Background: an optimization exercise with open tools, aiming at small area. Do not read the settings as production practice. Function was not checked in any run shown here: the RTL went through the layout flow alone. Power and IR drop assume default switching activity.

==> flow/design.v <==
module ctrl_word #(
  parameter int W = 32
) (
  input  logic         CLK,
  input  logic [W-1:0] d,
  input  logic         e,
  input  logic         h,
  output logic [W-1:0] q
);
  always_ff @(posedge CLK) begin
    q <= (d & {W{e}}) | (q & {W{h}});
  end
endmodule
module read_mux (
  input  logic        CLK,
  input  logic [31:0] wd,       
  input  logic [31:0] rd,       
  input  logic [31:0] v_cfg, v_math, v_ramc, v_gout, v_goe, v_gin, v_tres, v_mres,
  input  logic        s_w0a,    
  input  logic        s_w0b,    
  input  logic        s_w8,     
  input  logic        s_w16a,   
  input  logic        s_w16b,   
  input  logic        s_w24,    
  input  logic        s_r0a,    
  input  logic        s_r0b,    
  input  logic        s_r8,     
  input  logic        s_r16,    
  input  logic        s_r24,    
  input  logic        s_cfg, s_math, s_ramc, s_gout, s_goe, s_gin, s_tres, s_mres, s_id,
  input  logic        s_hold,
  output logic [31:0] q
);
  localparam logic [31:0] ID_WORD = 32'hCA11EF3A;
  logic [31:0] nx;
  always_comb begin
    nx = (v_cfg  & {32{s_cfg}})  | (v_math & {32{s_math}}) | (v_ramc & {32{s_ramc}}) |
         (v_gout & {32{s_gout}}) | (v_goe  & {32{s_goe}})  | (v_gin  & {32{s_gin}})  |
         (v_tres & {32{s_tres}}) | (v_mres & {32{s_mres}}) | (ID_WORD & {32{s_id}}) |
         (q & {32{s_hold}});
    nx[7:0]   = nx[7:0]   | (wd[7:0] & {8{s_w0a}}) | (wd[15:8] & {8{s_w8}}) |
                (wd[23:16] & {8{s_w16a}}) | (wd[31:24] & {8{s_w24}}) | (rd[7:0] & {8{s_r0a}});
    nx[15:8]  = nx[15:8]  | (wd[31:24] & {8{s_w16b}});
    nx[31:8]  = nx[31:8]  | (wd[31:8] & {24{s_w0b}}) | (rd[31:8] & {24{s_r0b}}) |
                (rd[23:0] & {24{s_r8}});
    nx[31:16] = nx[31:16] | (rd[15:0] & {16{s_r16}});
    nx[31:24] = nx[31:24] | (rd[7:0] & {8{s_r24}});
  end
  always_ff @(posedge CLK) begin
    q <= nx;
  end
endmodule
module efpga_test_top (
  input  logic       CLK,
  input  logic       rst,
  input  logic       lint_req,
  input  logic       lint_wen,
  input  logic [19:0] lint_addr,
  input  logic [31:0] lint_wdata,
  input  logic [3:0]  lint_be,
  output logic       lint_gnt,
  output logic       lint_valid,
  output logic [31:0] lint_rdata,
  output logic [31:0] math_ctrl,
  output logic       math_clken,
  input  logic [31:0] math_result,
  output logic [31:0] gpio_out,
  output logic [31:0] gpio_oe,
  input  logic [31:0] gpio_in,
  output logic [11:0] ram_raddr,
  output logic [11:0] ram_waddr,
  output logic [31:0] ram_wdata,
  output logic       ram_we,
  output logic [31:0] ram_ctrl,
  input  logic [31:0] ram_rdata,
  output logic [56:0] tcdm,      
  output logic       tcdm_req,
  input  logic       tcdm_gnt,
  input  logic       tcdm_fmo,
  input  logic       tcdm_valid,
  input  logic [31:0] tcdm_rdata
);
  logic gnt_q, valid_q, rd1_q, rd2_q;
  logic accept, exec_wr;
  assign lint_gnt   = gnt_q;
  assign lint_valid = valid_q;
  assign accept  = lint_req && !gnt_q && !rd1_q && !rd2_q;
  assign exec_wr = gnt_q && !lint_wen;  
  always_ff @(posedge CLK) begin
    if (rst) begin
      gnt_q   <= 1'b0;
      valid_q <= 1'b0;
      rd1_q   <= 1'b0;
      rd2_q   <= 1'b0;
    end else begin
      gnt_q   <= (accept && !lint_wen) || rd2_q;
      rd1_q   <= accept && lint_wen;
      rd2_q   <= rd1_q;
      valid_q <= gnt_q;
    end
  end
  logic is_ram;
  logic a_cfg, a_math, a_ramc, a_clken, a_gout, a_goe, a_gin, a_tdata, a_mres, a_id;
  assign is_ram  = (lint_addr[19:12] == 8'h01);
  assign a_cfg   = (lint_addr == 20'h00000);
  assign a_math  = (lint_addr == 20'h00010);
  assign a_ramc  = (lint_addr == 20'h00020);
  assign a_clken = (lint_addr == 20'h00030);
  assign a_gout  = (lint_addr == 20'h00040);
  assign a_goe   = (lint_addr == 20'h00050);
  assign a_gin   = (lint_addr == 20'h00060);
  assign a_tdata = (lint_addr == 20'h00080);
  assign a_mres  = (lint_addr == 20'h00100);
  assign a_id    = (lint_addr == 20'h00800);
  logic        w_cfg, w_ramc, w_gout, w_goe, w_tdata;
  logic [3:0]  w_math;
  logic [24:0] cfg_q;        
  logic [31:0] tcdm_wdata_q;
  logic [31:0] tcdm_result;
  assign w_cfg   = exec_wr && a_cfg;
  assign w_ramc  = exec_wr && a_ramc;
  assign w_gout  = exec_wr && a_gout;
  assign w_goe   = exec_wr && a_goe;
  assign w_tdata = exec_wr && a_tdata;
  assign w_math  = {4{exec_wr && a_math}} & lint_be;
  assign tcdm = {cfg_q, tcdm_wdata_q};
  ctrl_word #(.W(25)) i_cfg (
    .CLK(CLK), .d({lint_wdata[19:0], ~lint_wdata[23:20], lint_wdata[31]}),
    .e(w_cfg && !rst), .h(!w_cfg && !rst), .q(cfg_q)
  );
  for (genvar i = 0; i < 4; i++) begin : g_math
    ctrl_word #(.W(8)) i_math (
      .CLK(CLK), .d(lint_wdata[8*i +: 8]),
      .e(w_math[i] && !rst), .h(!w_math[i] && !rst), .q(math_ctrl[8*i +: 8])
    );
  end
  ctrl_word #(.W(32)) i_ramc (
    .CLK(CLK), .d(lint_wdata), .e(w_ramc && !rst), .h(!w_ramc && !rst), .q(ram_ctrl)
  );
  ctrl_word #(.W(32)) i_gout (
    .CLK(CLK), .d(lint_wdata), .e(w_gout && !rst), .h(!w_gout && !rst), .q(gpio_out)
  );
  ctrl_word #(.W(32)) i_goe (
    .CLK(CLK), .d(lint_wdata), .e(w_goe && !rst), .h(!w_goe && !rst), .q(gpio_oe)
  );
  ctrl_word #(.W(32)) i_tdata (
    .CLK(CLK), .d(lint_wdata), .e(w_tdata && !rst), .h(!w_tdata && !rst), .q(tcdm_wdata_q)
  );
  ctrl_word #(.W(32)) i_tres (
    .CLK(CLK), .d(tcdm_rdata), .e(tcdm_valid && !rst), .h(!tcdm_valid && !rst), .q(tcdm_result)
  );
  always_ff @(posedge CLK) begin
    if (rst) begin
      math_clken <= 1'b0;
      tcdm_req   <= 1'b0;
    end else begin
      math_clken <= exec_wr && a_clken;
      if (w_tdata) tcdm_req <= 1'b1;
      else if (tcdm_gnt && !tcdm_fmo) tcdm_req <= 1'b0;
    end
  end
  logic [11:0] ram_addr_q;
  logic        ram_we_q;
  assign ram_raddr = ram_addr_q;  
  assign ram_waddr = ram_addr_q;  
  assign ram_we    = ram_we_q;
  always_ff @(posedge CLK) begin
    ram_addr_q <= lint_addr[11:0];
    if (rst) ram_we_q <= 1'b0;
    else     ram_we_q <= exec_wr && is_ram;
  end
  logic [1:0] ofs, wm, rm;
  logic       w_word, w_half, w_byte, r_word, r_half, r_byte, ram_ld, hold;
  assign ofs = lint_addr[1:0];
  assign wm  = ram_ctrl[3:2];
  assign rm  = ram_ctrl[1:0];
  assign w_half = exec_wr && (wm == 2'd1);
  assign w_byte = exec_wr && (wm == 2'd2);
  assign w_word = exec_wr && (wm[1] == wm[0]);
  assign ram_ld = rd2_q && is_ram;
  assign r_half = ram_ld && (rm == 2'd1);
  assign r_byte = ram_ld && (rm == 2'd2);
  assign r_word = ram_ld && (rm[1] == rm[0]);
  assign hold   = !exec_wr && !rd1_q && !ram_ld;
  read_mux i_read_mux (
    .CLK(CLK), .wd(lint_wdata), .rd(ram_rdata),
    .v_cfg({cfg_q[0], 7'b0, ~cfg_q[4:1], cfg_q[24:5]}),
    .v_math(math_ctrl), .v_ramc(ram_ctrl), .v_gout(gpio_out), .v_goe(gpio_oe),
    .v_gin(gpio_in), .v_tres(tcdm_result), .v_mres(math_result),
    .s_w0a (w_word || (w_half && !ofs[1]) || (w_byte && ofs == 2'd0)),
    .s_w0b (w_word || (w_half && !ofs[1])),
    .s_w8  (w_byte && ofs == 2'd1),
    .s_w16a((w_half && ofs[1]) || (w_byte && ofs == 2'd2)),
    .s_w16b(w_half && ofs[1]),
    .s_w24 (w_byte && ofs == 2'd3),
    .s_r0a (r_word || (r_half && !ofs[1]) || (r_byte && ofs == 2'd0)),
    .s_r0b (r_word || (r_half && !ofs[1]) || (r_byte && ofs == 2'd0)),
    .s_r8  (r_byte && ofs == 2'd1),
    .s_r16 ((r_half && ofs[1]) || (r_byte && ofs == 2'd2)),
    .s_r24 (r_byte && ofs == 2'd3),
    .s_cfg (rd1_q && a_cfg),  .s_math(rd1_q && a_math), .s_ramc(rd1_q && a_ramc),
    .s_gout(rd1_q && a_gout), .s_goe (rd1_q && a_goe),  .s_gin (rd1_q && a_gin),
    .s_tres(rd1_q && a_tdata), .s_mres(rd1_q && a_mres), .s_id (rd1_q && a_id),
    .s_hold(hold),
    .q(lint_rdata)
  );
  assign ram_wdata = lint_rdata;
endmodule
==> flow/run.sh <==
#!/bin/bash
# synth_recipe.tcl (not shown) runs the flow's synth.tcl, then flattens the netlist and writes it again
# the make line also repeats each setting of config.mk as NAME=value (left out here)
make -C /OpenROAD-flow-scripts/flow DESIGN_CONFIG=/design/flow/config.mk WORK_HOME=/design/flow/orfs CLKGATE_MAP_FILE= SYNTH_SCRIPT=/design/flow/synth_recipe.tcl finish
==> flow/config.mk <==
export PLATFORM = sky130hd
export DESIGN_NAME = efpga_test_top
export DESIGN_NICKNAME = efpga_test_top
export VERILOG_FILES = /design/flow/design.v
export SDC_FILE = /design/flow/constraint.sdc
export NUM_CORES = 4
export LEC_CHECK = 0
export CAP_MARGIN = 20
export CORE_MARGIN = 2
export CORE_UTILIZATION = 40
export SLEW_MARGIN = 20
export SYNTH_HIERARCHICAL = 1
export SYNTH_MINIMUM_KEEP_SIZE = 0
==> flow/constraint.sdc <==
create_clock -name core_clock -period 5.0 [get_ports {CLK}]
set_input_delay 1.0000 -clock core_clock [delete_from_list [all_inputs] [get_ports {CLK}]]
set_output_delay 1.0000 -clock core_clock [all_outputs]
set_load 0.01 [all_outputs]
==> results of run 1 <==
## per-layer routing
layer | vias to the layer above | wire length (um) | track usage, %
li1 | 4941 | - | -
met1 | 5808 | 22300 | 49.7
met2 | 907 | 26900 | 61.2
met3 | 120 | 6380 | 7.03
met4 | 2 | 2000 | 12.5
met5 | - | 13 | 0
## cell usage in the layout (no fill, tap or decap), drive strengths merged, types with 2 or more instances in the layout
| master | instances |
|---|---|
| nand4 | 27 |
| a21oi | 21 |
| a31oi | 2 |
| clkinvlp | 2 |
| nand2 | 9 |
| and3 | 28 |
| inv | 22 |
| nand3 | 16 |
| buf | 44 |
| a22oi | 137 |
| conb | 7 |
| a222oi | 15 |
| clkbuf | 39 |
| diode | 4 |
| clkinv | 11 |
| a22o | 241 |
| clkdlybuf4s50 | 468 |
| a221oi | 24 |
| ha | 4 |
| bufinv | 3 |
| o21ai | 2 |
| nor4b | 2 |
| dfxtp | 268 |
| nor2 | 13 |
| nand2b | 2 |
| o31a | 2 |
| and4 | 9 |
| nor3 | 12 |
| nor2b | 3 |
| a41oi | 5 |
| nor4 | 14 |
## layout make-up
cell class	instances	area (um^2)	area share, %
Inverter	21	78.8	0.464
Timing Repair Buffer	512	5030	29.6
Tap cell	378	473	2.78
Clock buffer	39	876	5.15
Antenna cell	4	10.0	0.0589
Sequential cell	268	5370	31.6
Multi-Input combinational cell	606	4990	29.4
Clock inverter	17	175	1.03
## Yosys stat by module (local to each module, per instance), excerpt
module,copies in the design,area (um^2)
efpga_test_top,1,1480
read_mux,1,3120
## registers in the layout, indices dropped and copies added, names as in the netlist
register,cells
i_ramc.q,32
gnt_q,1
i_goe.q,32
rd2_q,1
tcdm_req,1
rd1_q,1
ram_addr_q,12
i_cfg.q,25
i_tdata.q,32
i_read_mux.q,32
i_tres.q,32
i_gout.q,32
g_math.i_math.q,32
math_clken,1
ram_we_q,1
valid_q,1
## kinds of logic after synthesis
kind of cell | share of synthesized area [%]
flip-flops | 47.3
AND/OR/NAND/NOR | 7.83
buffers and inverters | 10.1
other | 0.0331
AO/OA/AOI/OAI | 34.2
adder cells (fa/ha/maj) | 0.442
## where the power goes
group / switching (mW) / leakage, nW / internal (mW) / total [mW]
Combinational: 0.299 / 3.40 / 0.346 / 0.644
Sequential: 0.0671 / 2.18 / 2.20 / 2.27
Clock: 0.950 / 0.526 / 1.39 / 2.34
Total: 1.32 / 6.10 / 3.93 / 5.25
## worst max path at each step
stage | cells after the start | startpoint | to
3_5_place_dp | 8 | lint_addr[17] | i_read_mux.q[18]
5_1_grt | 8 | lint_addr[13] | i_read_mux.q[18]
2_1_floorplan | 8 | lint_addr[13] | i_read_mux.q[24]
4_1_cts | 8 | lint_addr[17] | i_read_mux.q[18]
3_3_place_gp | 8 | lint_addr[17] | i_read_mux.q[19]
6_report | 8 | lint_addr[17] | i_read_mux.q[18]
## per-stage QoR
step / instance area (um^2) / setup WS (ns)
floorplan: 11400 / 2.10
global placement: 15900 / 1.07
detailed placement: 15900 / 1.01
CTS: 17000 / 1.56
global route: 17000 / 1.37
finish: 17000 / 1.52
==> impl_metrics.ini, run 1 <==
[min_path]
hp-start = i_tdata.q[12]
hold-path-endpoint = i_tdata.q[12]
hold_path_depth = 1
hold_path_class = reg -> reg

[floorplan]
dieHeight_um = 172
rows = 61
coreArea_um2 = 27900
pin_count = 469
initial_core_util_pct = 40.7
die_area_um2 = 29700
fp.dieW_um = 172

[timing]
final.setup.tns_ns = 0
fin_crit_sh_pct = 69.6
grt_setup_unrepaired = no
whs_ns = 0.467
hold_viol = 0
worst_pin_slew_ns = 1.13
period_needed_ns = 3.48
fin_skew_ns = 0.00955
drv_slew = 0
setup_viol = 0
fmax_mhz = 287
max_slew_margin_pct = 23.7

[global_route]
grt_first_pass_wirelength_mm = 80.5
grt-ovfl-total = 0
grt_max_degree = 33
grt_antenna_before_repair = 3
grt_pass1_vias = 11145
grt_use_total_pct = 37.4

[synthesis]
yosys_warnings = 11
synth_edf_count = 0
async_flop_share_pct = 0
synth_area_leaders = dfxtp_1 (47%), a22o_1 (18%), a22oi_1 (9.1%)
synth.most_common_cell = dfxtp_1
synth_common_cells = dfxtp_1 (268), a22o_1 (227), a22oi_1 (137)
avgSynthCellArea_um2 = 11.0
synth-seq-cells = 268
ys.flop_type = dfxtp_1
netlist_area_um2 = 11300
synth_top_area_cell = dfxtp_1
synth_cell_types = 45
syn_inst = 1028
synth_top_area_share_pct = 47.3
synth-seq-area-share_pct = 47.3

[clocking]
cts.sinks = 268
ctsHoldBuffers = 0
clk-insertion-delay-late_ns = 0.57
postCtsSetupRepairBufs = 0
ctsResizeCount = 0
htree_levels = 1
cts_tree = built
cts_buffers = 30
clk_pin_slew_ns = 0.06
cts_root_buf = clkbuf_16
clockBufferDepth = 3

[route]
avgRoutedWirePerCell_um = 31.2
vias_per_cell = 6.38
drtIter0Drc = 1532
drcViolationCount = 0
ant_nets = 0
vias = 11778
first_pass_iters = 6
routed_wl_mm = 57.6

[worst_setup_path]
crit_buf_inv = 2
slowest_delay_ns = 0.70
critPathTopFamily = simple AND/OR/NAND/NOR gates
crit_path_frequent_cell = and3_1
rr_startpoint = gnt_q
worstPathRequired_ns = 5.45
critPathMaxFanout = 18
rr_worst_depth = 5
worstPathArrival_ns = 3.93
crit_path_end_kind = flip-flop
regToRegEndpoint = i_gout.q[29]
path_class = in -> reg
slowest_stage = and3_1
reg2reg_slack_ns = 2.39
crit_chain = clkdlybuf4s50_1, nor4_4, nand4_1, and3_1, buf_4, a222oi_1, and3_1, nand3_1
start_kind = input pin

[place]
port_buffers = 468
dp_hpwl_mm = 41.8
placed_cells_incl_taps = 1785
place_congestion = 0.894

[power_and_ir_drop]
p_leak_nw = 6.10
peakVddDrop_v = 0.000213
fin_total_pwr_mw = 5.25
p_per_area_nw_per_um2 = 309

[finish]
finalNonFillerCells = 1845
nNetsFinal = 1634
syn_to_final_growth_pct = 49.9
post-route-util_pct = 61.0
drive_above_1_share_pct = 11.4
n_fill_cell = 2394

[run]
cap_violations = 0

[status]
status = timing/DRC/antenna clean
==> run 2: changes to the inputs <==
==> flow/flow/run.sh (new file) <==
#!/bin/bash
set -euo pipefail
cat standard.sh > standard_sh_copy.log
bash standard.sh \
  "BUFFER_PORTS_ARGS=-buffer_cell sky130_fd_sc_hd__buf_1" \
  finish > orfs_flow.log 2>&1
==> flow/standard.sh (new file) <==
#!/bin/bash
# synth_recipe.tcl (not shown) runs the flow's synth.tcl, then flattens the netlist and writes it again
# the make line also repeats each setting of config.mk as NAME=value (left out here)
make -C /OpenROAD-flow-scripts/flow DESIGN_CONFIG=/design/flow/config.mk WORK_HOME=/design/flow/orfs CLKGATE_MAP_FILE= SYNTH_SCRIPT=/design/flow/synth_recipe.tcl "${@:-finish}"
removed: flow/run.sh
==> run 2 against run 1 <==
Still clean on timing, DRC and antenna. Routed wire length fell by 3.1%. Synthesized area did not move. Sequential power barely moved. Setup slack improved by 0.24 ns. Die area did not move. Power fell by 4.3%. Via count fell by 1.6%. First-iteration DRC count fell by 2.4%. Synthesized cell count did not move. Critical endpoint is now i_read_mux.q[31]. Utilization fell by 11 points. Combinational power fell by 32%.
==> impl_metrics.ini, run 2 <==
[route]
ant_nets = 0
avgRoutedWirePerCell_um = 30.3
vias_per_cell = 6.29
drtIter0Drc = 1495
routed_wl_mm = 55.9
drcViolationCount = 0
first_pass_iters = 7
vias = 11584

[min_path]
hold_path_class = reg -> reg
hp-start = i_tdata.q[11]
hold-path-endpoint = i_tdata.q[11]
hold_path_depth = 1

[floorplan]
pin_count = 469
fp.dieW_um = 172
initial_core_util_pct = 40.7
coreArea_um2 = 27900
dieHeight_um = 172
die_area_um2 = 29700
rows = 61

[synthesis]
synth_area_leaders = dfxtp_1 (47%), a22o_1 (18%), a22oi_1 (9.1%)
netlist_area_um2 = 11300
yosys_warnings = 11
synth-seq-cells = 268
synth-seq-area-share_pct = 47.3
synth_cell_types = 45
async_flop_share_pct = 0
ys.flop_type = dfxtp_1
synth.most_common_cell = dfxtp_1
synth_common_cells = dfxtp_1 (268), a22o_1 (227), a22oi_1 (137)
synth_edf_count = 0
avgSynthCellArea_um2 = 11.0
synth_top_area_cell = dfxtp_1
synth_top_area_share_pct = 47.3
syn_inst = 1028

[finish]
most-common-layout-cells = buf_1 (468), dfxtp_1 (268), a22o_1 (227)
drive_above_1_share_pct = 11.2
n_fill_cell = 2715
final_common_cell = buf_1
nNetsFinal = 1634
postLayoutCellArea_um2 = 14000
syn_to_final_growth_pct = 23.8

[global_route]
grt_pass1_vias = 10801
grt-ovfl-total = 0
grt_use_total_pct = 36.0
grt_max_degree = 33
grt_first_pass_wirelength_mm = 77.3
grt_antenna_before_repair = 6

[worst_setup_path]
crit_path_end_kind = flip-flop
worstPathArrival_ns = 3.73
start_kind = input pin
crit_chain = buf_1, nor4_4, nand3_1, nor4_2, buf_4, a22oi_1, and4_1, nand4_1
reg2reg_slack_ns = 2.31
regToRegEndpoint = i_gout.q[29]
slowest_stage = nor4_2
rr_worst_depth = 5
critPathMaxFanout = 15
slowest_delay_ns = 0.72
worstPathRequired_ns = 5.48
path_class = in -> reg
rr_startpoint = gnt_q

[place]
dp_slack_ns = 1.27
port_buffers = 468
place_congestion = 0.989
dp_hpwl_mm = 40.0
placed_area_um2 = 13000

[timing]
fin_crit_sh_pct = 64.8
fin_skew_ns = 0.00920
fmax_mhz = 309
setup_viol = 0
period_needed_ns = 3.24
drv_slew = 0
worst_pin_slew_ns = 1.08
final.setup.tns_ns = 0
hold_viol = 0
grt_setup_unrepaired = no
worst_slack_ns = 1.76
max_slew_margin_pct = 26.8

[clocking]
clk_pin_slew_ns = 0.06
ctsHoldBuffers = 0
htree_levels = 1
cts_root_buf = clkbuf_16
cts_tree = built
ctsResizeCount = 0
clockBufferDepth = 3
cts.sinks = 268
postCtsSetupRepairBufs = 0
cts_buffers = 29
clk-insertion-delay-late_ns = 0.55

[power_and_ir_drop]
peakVddDrop_v = 0.000211
p_per_area_nw_per_um2 = 358
fin_total_pwr_mw = 5.02
p_leak_nw = 4.92

[status]
status = timing/DRC/antenna clean

[run]
cap_violations = 0
run 2: cell count changes in the layout (fill, tap and decap cells not counted), sizes merged:
cell and delta:
clkbuf -3, bufinv +3, clkinvlp -2, clkdlybuf4s50 -468
buf +469, inv -2, diode -1
run 2: cell families after synthesis:
family	count (synthesis)	synth area share, %
adders and majority gates	4	0.442
DFF	268	47.3
other	1	0.0331
and+or+nand+nor	144	7.83
AOI/OAI and AO/OA	451	34.2
buffers and inverters	160	10.1
run 2: modules after synthesis (local to each module, per instance), excerpt:
module          flops+latches  area, um^2  times used
read_mux                   32        3120           1
efpga_test_top             19        1480           1
run 2: final cells by class:
class                      count  area (um^2)  area share [%]
antenna                        3         7.51          0.0535
sequential                   268         5370            38.2
multi-input combinational    606         4990            35.6
tap                          378          473            3.37
inverter                      21         78.8           0.562
timing repair buffer         513         2090            14.9
clock buffer                  36          782            5.57
clock inverter                16          238            1.69
run 2: how the worst max path moves through the flow:
stage / start / to / slack, ns / cells after the start
after CTS: lint_addr[1] / i_read_mux.q[31] / 1.82 / 8
after floorplan: lint_addr[13] / i_read_mux.q[24] / 2.10 / 8
final: lint_addr[1] / i_read_mux.q[31] / 1.76 / 8
after detailed placement: lint_addr[1] / i_read_mux.q[31] / 1.27 / 8
after global routing: lint_addr[1] / i_read_mux.q[31] / 1.63 / 8
after global placement: lint_addr[1] / i_read_mux.q[5] / 1.43 / 8
run 2: where the power goes:
part           total [mW]  internal, mW  switching, mW
combinational       0.439         0.141          0.297
sequential           2.26          2.20         0.0635
clock                2.32          1.41          0.906
run 2: per-layer routing:
metal  routed length (um)  GRT usage, %  share of wire, %  up-vias
li1                     -             -                 -     4913
met4                 1710          11.1               3.1        6
met1                22800          47.8                41     5777
met3                 5560          8.40               9.9      102
met5                   40             0             0.072        -
met2                25800          58.3                46      786
run 2: stage by stage:
step,std cells,hold slack (ns),utilization (%)
6_report,1841,0.467,50.4
5_1_grt,1840,0.482,50.4
4_1_cts,1838,0.470,50.3
3_5_place_dp,1786,0.451,46.7
3_3_place_gp,1786,0.451,46.6
2_1_floorplan,1034,0.440,-
run 2: critical path: cells and delay by family:
family / cells / cell delay, ns
AND/OR/NAND/NOR: 5 / 1.98
buffers and inverters: 2 / 0.56
AO/OA/AOI/OAI: 1 / 0.15

[re-timing with driven ports]
The results above use ideal ports. As a check the final layouts listed here were re-extracted and re-timed, cells and wires unchanged.
Step 1 (the two cells are an assumption about what drives the block):
set clk [get_ports {CLK}]
set_driving_cell -lib_cell sky130_fd_sc_hd__clkbuf_16 $clk
set_driving_cell -lib_cell sky130_fd_sc_hd__buf_2 [delete_from_list [all_inputs] $clk]
Step 2, shift: input delay + t, output delay - t, t = (earliest + latest rising clock arrival at the registers) / 2. This alone moves slack from input paths to output paths.
Slacks: ideal / step 1 / step 2; pairs: ideal / step 1.
run | t (ns) | slack for setup (ns) | clock arrival spread, ns
run 1 | 0.615 | 1.518 / 1.543 / 0.928 | 0.011 / 0.010
run 2 | 0.597 | 1.759 / 1.793 / 1.195 | 0.011 / 0.011
After both steps setup and hold are still met in every run listed. The setup slack of run 1, which loses most, moves by +0.025 ns with the drivers and by -0.590 ns with both steps.
